From an optimization exercise on the open Yosys and OpenROAD flow, aimed at small area, a short achievable clock period and few clock cycles per item; shortcuts taken in it are not production practice.
Only simulation tests tie the RTL to the original design; equivalence was not proved.

### design/flow/config.mk
export PLATFORM = sky130hd
export DESIGN_NAME = des_pipeline
export DESIGN_NICKNAME = des_pipeline
export VERILOG_FILES = /design/flow/design.v
export SDC_FILE = /design/flow/constraint.sdc
export NUM_CORES = 4
export LEC_CHECK = 0
export CAP_MARGIN = 20
export CORE_MARGIN = 2
export CORE_UTILIZATION = 40
export SLEW_MARGIN = 20
### design/flow/design.v
package des_pkg;
    typedef logic [0:64-1]  block_t;
    typedef logic [0:32-1]   half_t;
    typedef logic [0:28-1]     cd_t;
    typedef logic [0:48-1] subkey_t;
    typedef enum logic {
        DES_ENCRYPT = 1'b0,
        DES_DECRYPT = 1'b1
    } des_mode_e;
    localparam logic [511:0] IP_TAB = {
        8'd58, 8'd50, 8'd42, 8'd34, 8'd26, 8'd18, 8'd10, 8'd2,
        8'd60, 8'd52, 8'd44, 8'd36, 8'd28, 8'd20, 8'd12, 8'd4,
        8'd62, 8'd54, 8'd46, 8'd38, 8'd30, 8'd22, 8'd14, 8'd6,
        8'd64, 8'd56, 8'd48, 8'd40, 8'd32, 8'd24, 8'd16, 8'd8,
        8'd57, 8'd49, 8'd41, 8'd33, 8'd25, 8'd17, 8'd9, 8'd1,
        8'd59, 8'd51, 8'd43, 8'd35, 8'd27, 8'd19, 8'd11, 8'd3,
        8'd61, 8'd53, 8'd45, 8'd37, 8'd29, 8'd21, 8'd13, 8'd5,
        8'd63, 8'd55, 8'd47, 8'd39, 8'd31, 8'd23, 8'd15, 8'd7
    };
    localparam logic [511:0] FP_TAB = {
        8'd40, 8'd8, 8'd48, 8'd16, 8'd56, 8'd24, 8'd64, 8'd32,
        8'd39, 8'd7, 8'd47, 8'd15, 8'd55, 8'd23, 8'd63, 8'd31,
        8'd38, 8'd6, 8'd46, 8'd14, 8'd54, 8'd22, 8'd62, 8'd30,
        8'd37, 8'd5, 8'd45, 8'd13, 8'd53, 8'd21, 8'd61, 8'd29,
        8'd36, 8'd4, 8'd44, 8'd12, 8'd52, 8'd20, 8'd60, 8'd28,
        8'd35, 8'd3, 8'd43, 8'd11, 8'd51, 8'd19, 8'd59, 8'd27,
        8'd34, 8'd2, 8'd42, 8'd10, 8'd50, 8'd18, 8'd58, 8'd26,
        8'd33, 8'd1, 8'd41, 8'd9, 8'd49, 8'd17, 8'd57, 8'd25
    };
    localparam logic [223:0] PC1_C_TAB = {
        8'd57, 8'd49, 8'd41, 8'd33, 8'd25, 8'd17, 8'd9, 8'd1,
        8'd58, 8'd50, 8'd42, 8'd34, 8'd26, 8'd18, 8'd10, 8'd2,
        8'd59, 8'd51, 8'd43, 8'd35, 8'd27, 8'd19, 8'd11, 8'd3,
        8'd60, 8'd52, 8'd44, 8'd36
    };
    localparam logic [223:0] PC1_D_TAB = {
        8'd63, 8'd55, 8'd47, 8'd39, 8'd31, 8'd23, 8'd15, 8'd7,
        8'd62, 8'd54, 8'd46, 8'd38, 8'd30, 8'd22, 8'd14, 8'd6,
        8'd61, 8'd53, 8'd45, 8'd37, 8'd29, 8'd21, 8'd13, 8'd5,
        8'd28, 8'd20, 8'd12, 8'd4
    };
    localparam logic [383:0] PC2_TAB = {
        8'd14, 8'd17, 8'd11, 8'd24, 8'd1, 8'd5, 8'd3, 8'd28,
        8'd15, 8'd6, 8'd21, 8'd10, 8'd23, 8'd19, 8'd12, 8'd4,
        8'd26, 8'd8, 8'd16, 8'd7, 8'd27, 8'd20, 8'd13, 8'd2,
        8'd41, 8'd52, 8'd31, 8'd37, 8'd47, 8'd55, 8'd30, 8'd40,
        8'd51, 8'd45, 8'd33, 8'd48, 8'd44, 8'd49, 8'd39, 8'd56,
        8'd34, 8'd53, 8'd46, 8'd42, 8'd50, 8'd36, 8'd29, 8'd32
    };
    localparam logic [255:0] P_TAB = {
        8'd16, 8'd7, 8'd20, 8'd21, 8'd29, 8'd12, 8'd28, 8'd17,
        8'd1, 8'd15, 8'd23, 8'd26, 8'd5, 8'd18, 8'd31, 8'd10,
        8'd2, 8'd8, 8'd24, 8'd14, 8'd32, 8'd27, 8'd3, 8'd9,
        8'd19, 8'd13, 8'd30, 8'd6, 8'd22, 8'd11, 8'd4, 8'd25
    };
    localparam logic [2047:0] SBOX_TAB = {
        {64'hE4D12FB83A6C5907, 64'h0F74E2D1A6CB9538,
         64'h41E8D62BFC973A50, 64'hFC8249175B3EA06D},
        {64'hF18E6B34972DC05A, 64'h3D47F28EC01A69B5,
         64'h0E7BA4D158C6932F, 64'hD8A13F42B67C05E9},
        {64'hA09E63F51DC7B428, 64'hD709346A285ECBF1,
         64'hD6498F30B12C5AE7, 64'h1AD069874FE3B52C},
        {64'h7DE3069A1285BC4F, 64'hD8B56F03472C1AE9,
         64'hA690CB7DF13E5284, 64'h3F06A1D8945BC72E},
        {64'h2C417AB6853FD0E9, 64'hEB2C47D150FA3986,
         64'h421BAD78F9C5630E, 64'hB8C71E2D6F09A453},
        {64'hC1AF92680D34E75B, 64'hAF427C9561DE0B38,
         64'h9EF528C3704A1DB6, 64'h432C95FABE17608D},
        {64'h4B2EF08D3C975A61, 64'hD0B7491AE35C2F86,
         64'h14BDC37EAF680592, 64'h6BD814A7950FE23C},
        {64'hD2846FB1A93E50C7, 64'h1FD8A374C56B0E92,
         64'h7B419CE206ADF358, 64'h21E74A8DFC90356B}
    };
    function automatic block_t ip_perm(input block_t d);
        block_t p;
        for (int i = 0; i < 64; i++) begin
            p[i] = d[IP_TAB[511 - 8*i -: 8] - 1];
        end
        ip_perm = p;
    endfunction
    function automatic block_t fp_perm(input block_t d);
        block_t p;
        for (int i = 0; i < 64; i++) begin
            p[i] = d[FP_TAB[511 - 8*i -: 8] - 1];
        end
        fp_perm = p;
    endfunction
    function automatic cd_t pc1_c(input logic [0:64-1] key);
        cd_t c;
        for (int i = 0; i < 28; i++) begin
            c[i] = key[PC1_C_TAB[223 - 8*i -: 8] - 1];
        end
        pc1_c = c;
    endfunction
    function automatic cd_t pc1_d(input logic [0:64-1] key);
        cd_t d;
        for (int i = 0; i < 28; i++) begin
            d[i] = key[PC1_D_TAB[223 - 8*i -: 8] - 1];
        end
        pc1_d = d;
    endfunction
    function automatic subkey_t pc2_perm(input cd_t c, input cd_t d);
        logic [0:2*28-1] cd;
        subkey_t k;
        cd = {c, d};
        for (int i = 0; i < 48; i++) begin
            k[i] = cd[PC2_TAB[383 - 8*i -: 8] - 1];
        end
        pc2_perm = k;
    endfunction
    function automatic subkey_t e_expand(input half_t r);
        subkey_t e;
        for (int i = 0; i < 8; i++) begin
            e[6*i +: 6] = {r[(4*i + 31) % 32], r[4*i +: 4], r[(4*i + 4) % 32]};
        end
        e_expand = e;
    endfunction
    function automatic half_t p_perm(input half_t s);
        half_t p;
        for (int i = 0; i < 32; i++) begin
            p[i] = s[P_TAB[255 - 8*i -: 8] - 1];
        end
        p_perm = p;
    endfunction
    function automatic logic [3:0] sbox(input int unsigned n, input logic [0:5] x);
        logic [255:0] row;
        logic [5:0]   idx;
        row  = SBOX_TAB[2047 - 256*n -: 256];
        idx  = {x[0], x[5], x[1:4]};
        sbox = row[{~idx, 2'b00} +: 4];
    endfunction
    function automatic half_t feistel_f(input half_t r, input subkey_t k);
        subkey_t x;
        half_t s;
        x = e_expand(r) ^ k;
        for (int i = 0; i < 8; i++) begin
            s[4*i +: 4] = sbox(i, x[6*i +: 6]);
        end
        feistel_f = p_perm(s);
    endfunction
    function automatic int round_shift(input int round, input logic dec);
        int amount;
        amount = (round == 1 || round == 2 || round == 9 || round == 16) ? 1 : 2;
        if (!dec) begin
            round_shift = amount;
        end else if (round == 1) begin
            round_shift = 0;
        end else begin
            round_shift = -amount;
        end
    endfunction
endpackage
`timescale 1ns/1ps
module des_input_stage (
    input  logic                clk_i,
    input  logic                reset_i,
    input  logic                valid_i,
    input  logic                mode_i,
    input  des_pkg::block_t     key_i,
    input  des_pkg::block_t     data_i,
    output logic                accept_o,
    output logic                valid_o,
    output logic                mode_o,
    output des_pkg::half_t      l_o,
    output des_pkg::half_t      r_o,
    output des_pkg::cd_t        c_o,
    output des_pkg::cd_t        d_o
);
    des_pkg::block_t ip_data;
    assign ip_data = des_pkg::ip_perm(data_i);
    always_ff @(posedge clk_i or negedge reset_i) begin
        if (!reset_i) begin
            accept_o <= 1'b0;
            valid_o  <= 1'b0;
            mode_o   <= des_pkg::DES_ENCRYPT;
            l_o      <= '0;
            r_o      <= '0;
            c_o      <= '0;
            d_o      <= '0;
        end else begin
            accept_o <= 1'b1;
            valid_o  <= valid_i;
            mode_o   <= mode_i;
            l_o      <= ip_data[0 +: 32];
            r_o      <= ip_data[32 +: 32];
            c_o      <= des_pkg::pc1_c(key_i);
            d_o      <= des_pkg::pc1_d(key_i);
        end
    end
endmodule
`timescale 1ns/1ps
module des_round #(
    parameter int ROUND = 1
) (
    input  logic                clk_i,
    input  logic                reset_i,
    input  logic                valid_i,
    input  logic                mode_i,
    input  des_pkg::half_t      l_i,
    input  des_pkg::half_t      r_i,
    input  des_pkg::cd_t        c_i,
    input  des_pkg::cd_t        d_i,
    output logic                valid_o,
    output logic                mode_o,
    output des_pkg::half_t      l_o,
    output des_pkg::half_t      r_o,
    output des_pkg::cd_t        c_o,
    output des_pkg::cd_t        d_o
);
    localparam int ENC_ROT = des_pkg::round_shift(ROUND, 1'b0);
    localparam int DEC_ROT = -des_pkg::round_shift(ROUND, 1'b1);
    des_pkg::cd_t    c_rot;
    des_pkg::cd_t    d_rot;
    des_pkg::subkey_t subkey;
    always_comb begin
        if (mode_i == des_pkg::DES_DECRYPT) begin
            c_rot = (c_i >> DEC_ROT) | (c_i << (28 - DEC_ROT));
            d_rot = (d_i >> DEC_ROT) | (d_i << (28 - DEC_ROT));
        end else begin
            c_rot = (c_i << ENC_ROT) | (c_i >> (28 - ENC_ROT));
            d_rot = (d_i << ENC_ROT) | (d_i >> (28 - ENC_ROT));
        end
    end
    assign subkey = des_pkg::pc2_perm(c_rot, d_rot);
    always_ff @(posedge clk_i or negedge reset_i) begin
        if (!reset_i) begin
            valid_o <= 1'b0;
            mode_o  <= des_pkg::DES_ENCRYPT;
            l_o     <= '0;
            r_o     <= '0;
            c_o     <= '0;
            d_o     <= '0;
        end else begin
            valid_o <= valid_i;
            mode_o  <= mode_i;
            l_o     <= r_i;
            r_o     <= l_i ^ des_pkg::feistel_f(r_i, subkey);
            c_o     <= c_rot;
            d_o     <= d_rot;
        end
    end
endmodule
`timescale 1ns/1ps
module des_output_stage (
    input  logic             clk_i,
    input  logic             reset_i,
    input  logic             valid_i,
    input  des_pkg::half_t   l_i,
    input  des_pkg::half_t   r_i,
    output des_pkg::block_t  data_o,
    output logic             valid_o
);
    des_pkg::block_t fp_data;
    assign fp_data = des_pkg::fp_perm({r_i, l_i});
    always_ff @(posedge clk_i or negedge reset_i) begin
        if (!reset_i) begin
            valid_o <= 1'b0;
            data_o  <= '0;
        end else begin
            valid_o <= valid_i;
            if (valid_i) begin
                data_o <= fp_data;
            end
        end
    end
endmodule
`timescale 1ns/1ps
module des_pipeline (
    input  logic                clk_i,
    input  logic                reset_i,
    input  logic                valid_i,
    input  logic                mode_i,
    input  logic [0:63]         key_i,
    input  logic [0:63]         data_i,
    output logic                accept_o,
    output logic [0:63]         data_o,
    output logic                valid_o
);
    logic               valid_s [0:16];
    logic               mode_s  [0:16];
    des_pkg::half_t     l_s     [0:16];
    des_pkg::half_t     r_s     [0:16];
    des_pkg::cd_t       c_s     [0:16];
    des_pkg::cd_t       d_s     [0:16];
    des_input_stage u_input (
        .clk_i    (clk_i),
        .reset_i  (reset_i),
        .valid_i  (valid_i),
        .mode_i   (mode_i),
        .key_i    (key_i),
        .data_i   (data_i),
        .accept_o (accept_o),
        .valid_o  (valid_s[0]),
        .mode_o   (mode_s[0]),
        .l_o      (l_s[0]),
        .r_o      (r_s[0]),
        .c_o      (c_s[0]),
        .d_o      (d_s[0])
    );
    for (genvar i = 1; i <= 16; i++) begin : g_round
        des_round #(
            .ROUND (i)
        ) u_round (
            .clk_i   (clk_i),
            .reset_i (reset_i),
            .valid_i (valid_s[i-1]),
            .mode_i  (mode_s[i-1]),
            .l_i     (l_s[i-1]),
            .r_i     (r_s[i-1]),
            .c_i     (c_s[i-1]),
            .d_i     (d_s[i-1]),
            .valid_o (valid_s[i]),
            .mode_o  (mode_s[i]),
            .l_o     (l_s[i]),
            .r_o     (r_s[i]),
            .c_o     (c_s[i]),
            .d_o     (d_s[i])
        );
    end
    des_output_stage u_output (
        .clk_i   (clk_i),
        .reset_i (reset_i),
        .valid_i (valid_s[16]),
        .l_i     (l_s[16]),
        .r_i     (r_s[16]),
        .data_o  (data_o),
        .valid_o (valid_o)
    );
endmodule
### design/flow/constraint.sdc
create_clock -name core_clock -period 4.5 [get_ports {clk_i}]
set_input_delay 0.9000 -clock core_clock [delete_from_list [all_inputs] [get_ports {clk_i}]]
set_output_delay 0.9000 -clock core_clock [all_outputs]
set_load 0.01 [all_outputs]
### design/flow/run.sh
#!/bin/bash
# synth_recipe.tcl (not shown) runs the flow's synth.tcl, then flattens the netlist and writes it again
# the make line also repeats each setting of config.mk as NAME=value (left out here)
make -C /OpenROAD-flow-scripts/flow DESIGN_CONFIG=/design/flow/config.mk WORK_HOME=/design/flow/orfs CLKGATE_MAP_FILE= SYNTH_SCRIPT=/design/flow/synth_recipe.tcl finish
==> run summary <==
## cell usage in the layout, fill, tap and decap left out, drive strengths merged, types with 390 or more instances in the layout
master     n
mux4     407
nand2    939
nor3     390
xnor2   1215
xor2     719
dfrtp   2083
mux2i   1434
ha       992
buf      733
o21ai    585
nor2     859
inv     1364
a21oi    628
## metal layers
layer | routed length [microns] | share of wire [%] | up-vias
li1 | - | - | 55331
met1 | 170000 | 37 | 55388
met2 | 215000 | 47 | 3501
met3 | 17000 | 3.7 | 1087
met4 | 55000 | 12 | 4
met5 | 29 | 0.0063 | -
## flip-flops by register name (all words and copies together) (netlist names)
name,count
g_round.u_round.l_o,512
g_round.u_round.r_o,512
g_round.u_round.c_o,420
g_round.u_round.d_o,420
u_output.data_o,64
u_input.l_o,32
u_input.r_o,32
u_input.c_o,28
u_input.d_o,28
g_round.u_round.valid_o,16
g_round.u_round.mode_o,15
u_input.accept_o,1
u_input.mode_o,1
u_input.valid_o,1
u_output.valid_o,1
## logic make-up (layout without fill, tap and decap cells)
logic type                 after synthesis  after routing  share of synthesized area [%]
adders and majority gates              992            992                           8.05
DFF                                   2083           2083                           33.8
and+or+nand+nor                       2900           2900                           8.30
muxes                                 2160           2160                           17.9
AOI/OAI and AO/OA                     3130           3130                           13.8
buffers and inverters                 2127           2707                           5.87
other                                    1             10                        0.00243
xor gates and xnor gates              1936           1936                           12.2
## worst max path at each step
stage	end	slack [ps]	depth (start not counted)
2_1_floorplan	g_round[4].u_round.r_o[1]$_DFF_PN0_	1160	11
3_3_place_gp	g_round[15].u_round.r_o[27]$_DFF_PN0_	660	11
3_5_place_dp	g_round[15].u_round.r_o[27]$_DFF_PN0_	600	11
4_1_cts	g_round[15].u_round.r_o[27]$_DFF_PN0_	610	11
5_1_grt	g_round[15].u_round.r_o[27]$_DFF_PN0_	260	11
6_report	g_round[15].u_round.r_o[27]$_DFF_PN0_	470	11
## layout make-up
type,instances,area share [%]
Antenna cell,9,0.0131
Clock buffer,297,3.66
Clock inverter,104,0.917
Inverter,1383,3.01
Multi-Input combinational cell,11119,54.0
Sequential cell,2083,30.2
Tap cell,5038,3.65
Timing Repair Buffer,923,4.50
## worst register-to-register path: stages (launching register included)
cell and delay [ps]:
dfrtp_4 720, buf_4 430, mux2i_1 190, xnor2_1 650, inv_1 310, ha_1 310
nor2_1 190, mux2i_1 140, o21a_1 200, o22ai_1 140, o21a_1 500, xnor2_1 180
## repair_timing
item                      4_1_cts  5_1_grt
setup buffers                   0        0
hold buffers                    1        0
hold endpoints to repair       52        0
## through the flow
stage / cell area, sq um / setup WS (ps) / utilization, % / std cells
2_1_floorplan: 154000 / 1160 / - / 15329
3_3_place_gp: 164000 / 657 / 42.9 / 20543
3_5_place_dp: 164000 / 604 / 43.0 / 20544
4_1_cts: 172000 / 614 / 45.0 / 20946
5_1_grt: 173000 / 263 / 45.1 / 20955
6_report: 173000 / 472 / 45.1 / 20956
==> flow_summary_export.csv <==
group,metric,value,unit
run_status,status,"no timing/DRC/antenna violations",
layout,nNetsFinal,16858,
worst_setup_path,critical_path.max_fanout,23,
synthesis,syn-num-nets,16453,
timing,slew_headroom,20.5,%
floorplanning,floorplan.die_area,0.390,sq mm
global_routing,antenna_found_initial,8,
worst_setup_path,ff2ff_path_depth,11,
placed_design,io_buffer_count,189,
drt,dr.pass1.iters,8,
floorplanning,row_count,227,
timing,setup_viol,0,
drt,drtAntennaViolNets,0,
drt,avgRoutedWirePerCell,21.8,microns
synthesis,synth_area_per_cell,10.1,sq um
worst_setup_path,r2r_start,"g_round[14].u_round.mode_o$_DFF_PN0_",
clock_network,worstSkewPairLatency,930,ps
clock_network,clock_path_buffers,4,
clock_network,cts_tree,"yes",
global_routing,grt_usage,22.8,%
global_routing,met1_usage,25.6,%
timing,maxSlewViolCount,0,
synthesis,synthTopCellsByCount,"dfrtp_1, mux2i_1, inv_1, xnor2_1, ha_1",
synthesis,post-synth-top-count-cell,"dfrtp_1",
timing,rsz0062_at_grt,"no",
min_path,min_path_cells,0,
synthesis,syn_inst,15329,
worst_setup_path,critPathTopFamily,"compound AO/OA/AOI/OAI gates",
synthesis,synth_top_area_share,33.8,%
synthesis,ys_dominant_reg_cell,"dfrtp_1",
timing,fin_hold_ws,348,ps
worst_setup_path,worst-path-buf-inv,2,
worst_setup_path,crit_path_max_incr_delay,720,ps
worst_setup_path,crit_chain,"buf_4 -> mux2i_1 -> xnor2_1 -> inv_1 -> ha_1 -> nor2_1 -> mux2i_1 -> o21a_1 -> o22ai_1 -> o21a_1 -> xnor2_1",
timing,max_slew.worst_pin.slew,1180,ps
worst_setup_path,start_kind,"flip-flop",
layout,layout-drive-gt1-share,14.3,%
drt,wl,457,mm
placed_design,gp_congestion,0.956,
layout,seq_area,0.0522,sq mm
global_routing,grt_pass1_vias,111282,
min_path,min_from,"g_round[10].u_round.valid_o$_DFF_PN0_",
timing,min_period_over_period,89.5,%
worst_setup_path,crit_start,"g_round[14].u_round.mode_o$_DFF_PN0_",
timing,hold_violations,0,
timing,tns,0,ps
global_routing,grt_pass1_wl,691,mm
synthesis,synth_cell_types,98,
clock_network,cts-root-buf,"clkbuf_16",
drt,vias_per_cell,5.50,
worst_setup_path,r2r-end,"g_round[15].u_round.r_o[27]$_DFF_PN0_",
worst_setup_path,worstSetupPathType,"reg2reg",
timing,finalCriticalPeriod,4030,ps
worst_setup_path,cpMaxStageDelayCell,"dfrtp_4",
layout,multi_input_area,0.0932,sq mm
synthesis,synth-edff-count,0,
worst_setup_path,end_kind,"flip-flop",
floorplanning,core,0.383,sq mm
floorplanning,ios,198,
layout,final.fill_count,36139,
floorplanning,start_util,40.3,%
global_routing,grt_busiest_layer,"met2",
timing,skew,51.4,ps
drt,drt_iter0_drc,9539,
synthesis,ys_seq_area_share,33.8,%
placed_design,dp_hpwl,357,mm
global_routing,grt-ovfl-total,0,
global_routing,grtUsageMet2,37.5,%
worst_setup_path,reg2reg_slack,470,ps
global_routing,grt_use_met3,2.19,%
clock_network,htreeDepth,4,
synthesis,synthTopCellsByArea,"dfrtp_1, mux2i_1, ha_1",
drt,drc,0,
worst_setup_path,cp.required,5300,ps
global_routing,grt_start_max_net_pins,135,
clock_network,numCtsBuffers,224,
synthesis,synth-seq-cells,2083,
floorplanning,fp.dieW,625,microns
synthesis,synth_top_area_cell,"dfrtp_1",
synthesis,yosysWarnings,25,
flow_run,drv_cap,0,
clock_network,cts.sinks,2083,
timing,maxClockFrequency,248,MHz
clock_network,cts-resized-gates,0,
clock_network,clkTransAtPathRegs,60,ps
drt,num_vias,115311,
min_path,whs_endpoint,"g_round[11].u_round.valid_o$_DFF_PN0_",
worst_setup_path,critical_path_arrival,4830,ps
layout,area_growth,12.0,%
synthesis,synthArstFlopShare,100,%
min_path,hp-class,"reg2reg",
floorplanning,fp.dieH,625,microns
synthesis,synth_area,0.154,sq mm
Testbench counts, summed over its fixed seeds: cycles 2,184, items 2,048.

## re-timing with driven ports
Ports are ideal in the flow. The routed layout listed here was re-timed in OpenROAD.
Step 1, drivers: a clkbuf_16 drives clk_i and a buf_2 each remaining input, both assumed.
Step 2, shift: input delay + t, output delay - t, t = (earliest + latest rising clock arrival at the registers) / 2. This alone moves slack from input paths to output paths.
Slacks: ideal / step 1 / step 2; pairs: ideal / step 1.
t (ns): 1.018
setup slack, ns: 0.472 / 0.472 / 0.472
worst slew at a driven data input, ns: 0.06
After both steps setup and hold are still met in this run. The setup slack of this run moves by 0.000 ns with the drivers and by 0.000 ns with both steps.
